This design comes from an exercise in tuning for small area on the open sky130 flow, not from production work. In this exercise RTL edits were held to simulation tests only and were not proved equivalent to the original. Power figures rest on the tool's default switching activity, not on a simulated workload.

## frame_dec_top
module frame_dec_top #(
    parameter logic [31:0] SYNC_WORD = 32'h1234_807F,
    parameter int          K_HASHES  = 5
) (
    input  logic        USER_CLK,
    input  logic        SYSTEM_RESET,
    input  logic        cs_i,
    input  logic [31:0] rx_data_i,
    output logic        synched_o,
    output logic        busy_o,
    output logic [7:0]  byte_o,
    output logic        byte_valid_o,
    output logic [31:0] frame_count_o
);
For scale: ~85 flip-flops, roughly 78 I/O pins, ~4900 µm² of cells after synthesis.
Settings: LEC_CHECK=0, CAP_MARGIN=0, CORE_MARGIN=2, CORE_UTILIZATION=40, GPL_TIMING_DRIVEN=0, SLEW_MARGIN=0; clock period 8.0 ns.
standard.sh (not shown) runs the stock make flow with config.mk's settings and CLKGATE_MAP_FILE= SYNTH_SCRIPT=/design/flow/synth_recipe.tcl, a recipe that flattens the netlist after the stock synthesis.
==> flow/flow/run.sh <==
#!/bin/bash
# The standard layout with three changes:
#  - synthesis is the standard flow's own script, except that ABC maps the logic with
#    flow/abc_map.script, an area-oriented script, and adders are left to
#    ABC instead of being mapped to half-adder cells first (the registers
#    come from dfflibmap before ABC runs, so they are the standard
#    synthesis's)
#  - the port buffers use the smallest buffer cell
#  - the clock tree uses small buffers and no dummy loads
set -euo pipefail
W=$PWD
{
    echo 'proc synth {args} { yosys synth -nofsm -noshare {*}$args }'
    echo "proc abc {args} { set i [lsearch -exact \$args -script]; if {\$i >= 0} { lset args [expr {\$i + 1}] $W/flow/abc_map.script }; yosys abc {*}\$args }"
    tail -n +2 "$W/synth_recipe.tcl"
} > "$W/own_synth.tcl"
sed -e "s#SYNTH_SCRIPT=[^ ]*#SYNTH_SCRIPT=$W/own_synth.tcl#" \
    -e "s#CLKGATE_MAP_FILE= #CLKGATE_MAP_FILE= ADDER_MAP_FILE= #" "$W/standard.sh" > "$W/own_standard.sh"
grep -q "SYNTH_SCRIPT=$W/own_synth.tcl" "$W/own_standard.sh"
grep -q "ADDER_MAP_FILE= " "$W/own_standard.sh"
export BUFFER_PORTS_ARGS="-buffer_cell sky130_fd_sc_hd__buf_1"
export CTS_ARGS="-sink_clustering_enable -repair_clock_nets -dont_use_dummy_load -root_buf sky130_fd_sc_hd__clkbuf_8 -buf_list sky130_fd_sc_hd__clkbuf_4"
bash "$W/own_standard.sh" > "$W/flow_standard.log" 2>&1
==> flow/flow/abc_map.script <==
strash
&get -n
&st
&syn3
&dch -f
&put
amap -F 2 -A 8 -m
topo
dnsize -c
Next try:
--- a/flow/design.v
+++ b/flow/design.v
@@ -6,91 +6,96 @@
     input  logic        USER_CLK,
     input  logic        SYSTEM_RESET,
     input  logic        cs_i,
     input  logic [31:0] rx_data_i,
     output logic        synched_o,
     output logic        busy_o,
     output logic [7:0]  byte_o,
     output logic        byte_valid_o,
     output logic [31:0] frame_count_o
 );
+    logic [1:0]  x_q;
     logic [1:0]  pm_q;
+    logic [1:0]  off_q;
     logic [1:0]  fs_q;        
     logic        hit_q;
-    logic [1:0]  off_q;       
+    assign pm_q  = x_q;
+    assign off_q = x_q;
     logic        syn_q;
     logic        rdy_q;
     assign hit_q = fs_q == 2'd1;
     assign syn_q = fs_q == 2'd2;
     assign rdy_q = fs_q == 2'd3;
     logic [4:0]  cnt_q;
     logic        shift;
     logic [3:0]  m;
     logic [1:0]  m_off;
     logic        release_w;
     assign shift = cs_i & ~rdy_q;
     assign m[0] = pm_q == 2'd1 && rx_data_i[7:0]  == SYNC_WORD[31:24];
     assign m[1] = pm_q == 2'd2 && rx_data_i[15:0] == SYNC_WORD[31:16];
     assign m[2] = pm_q == 2'd3 && rx_data_i[23:0] == SYNC_WORD[31:8];
     assign m[3] = rx_data_i == SYNC_WORD;
-    assign m_off = m[0] ? 2'd0 : m[1] ? 2'd1 : m[2] ? 2'd2 : 2'd3;
+    assign m_off = (|m[2:0]) ? pm_q - 2'd1 : 2'd3;
     logic [1:0] pm_next;
-    assign pm_next = rx_data_i[31:8]  == SYNC_WORD[23:0] ? 2'd1 :
-                     rx_data_i[31:16] == SYNC_WORD[15:0] ? 2'd2 :
-                     rx_data_i[31:24] == SYNC_WORD[7:0]  ? 2'd3 : 2'd0;
-    always_ff @(posedge USER_CLK)
-    begin
-        if (SYSTEM_RESET)
-        begin
-            pm_q      <= 2'd0;
+    logic [3:1] pe;
+    assign pe[1] = rx_data_i[31:8]  == SYNC_WORD[23:0];
+    assign pe[2] = rx_data_i[31:16] == SYNC_WORD[15:0];
+    assign pe[3] = rx_data_i[31:24] == SYNC_WORD[7:0];
+    assign pm_next = {pe[2] | pe[3], pe[1] | pe[3]};
+    always_ff @(posedge USER_CLK)
+    begin
+        if (SYSTEM_RESET)
+        begin
+            x_q       <= 2'd0;
             fs_q      <= 2'd0;
         end
         else if (cs_i)
         begin
             if (rdy_q)
             begin
                 if (release_w)
                     fs_q <= 2'd0;
             end
             else
             begin
-                pm_q <= syn_q ? 2'd0 : pm_next;   
                 if (syn_q)
                 begin
                     if (cnt_q == 5'd31)
+                    begin
                         fs_q <= 2'd3;
+                        x_q  <= 2'd0;   
+                    end
                 end
                 else if (hit_q)
                     fs_q <= 2'd2;
                 else
+                begin
                     fs_q <= {1'b0, |m};
+                    x_q  <= (|m) ? m_off : pm_next;
+                end
             end
         end
     end
     logic [5:0] ntog;
     always_comb
     begin
         ntog[0] = shift & syn_q;
         for (int i = 0; i < 5; i++)
             ntog[i+1] = ntog[i] & cnt_q[i];
     end
     always_ff @(posedge USER_CLK)
     begin
         if (SYSTEM_RESET)
             cnt_q <= '0;
         else
             cnt_q <= cnt_q ^ ntog[4:0];
-    end
-    always_ff @(posedge USER_CLK)
-    begin
-        if (shift && !syn_q && !hit_q)
-            off_q <= m_off;
     end
     logic [1:0]  a;
     logic [1:0]  a1;
     logic [31:0] rr;      
     logic [3:0]  g;
     logic [31:0] ws;      
     logic [23:0] kill;    
     logic [23:0] acc_q;
     assign a  = (syn_q | hit_q) ? off_q : m_off;
     assign a1 = a + 2'd1;
After rerunning:
- global-route usage drops by 0.81 points
- sequential share of layout area drops by 0.52 points
- first-iteration DRC count drops by roughly a tenth
- routed wire length drops by a few percent
- core utilization drops by 0.24 points
- worst hold slack degrades by 0.0040 ns
- total power is about the same
- combinational power climbs by about a fifth
- critical path depth climbs by 4

## afterwards: timing with drivers on the ports
How much do the figures lean on ideal ports? The routed layouts below were timed once more, with nothing changed but the port constraints.
Step 1, drivers: a clkbuf_16 drives USER_CLK and a buf_2 each remaining input, both assumed.
Step 2 moves the port delays by t, midway between the first and last clock arrival at a register: inputs arrive t later, outputs are due t later. That takes back most of the time a late clock gives input paths.
Three values: ideal ports, drivers, drivers and shift; two values: the first two.
run | shift t [ns] | slack for setup (ns) | latest minus earliest clock arrival (ns)
the first run | 0.403 | 0.820 / 0.838 / 0.434 | 0.019 / 0.019
the second run | 0.391 | 0.931 / 0.944 / 0.554 | 0.021 / 0.021
After both steps every run listed still meets setup and hold. For the first run, which loses most, drivers alone change the setup slack by +0.018 ns; drivers and shift together by -0.386 ns.
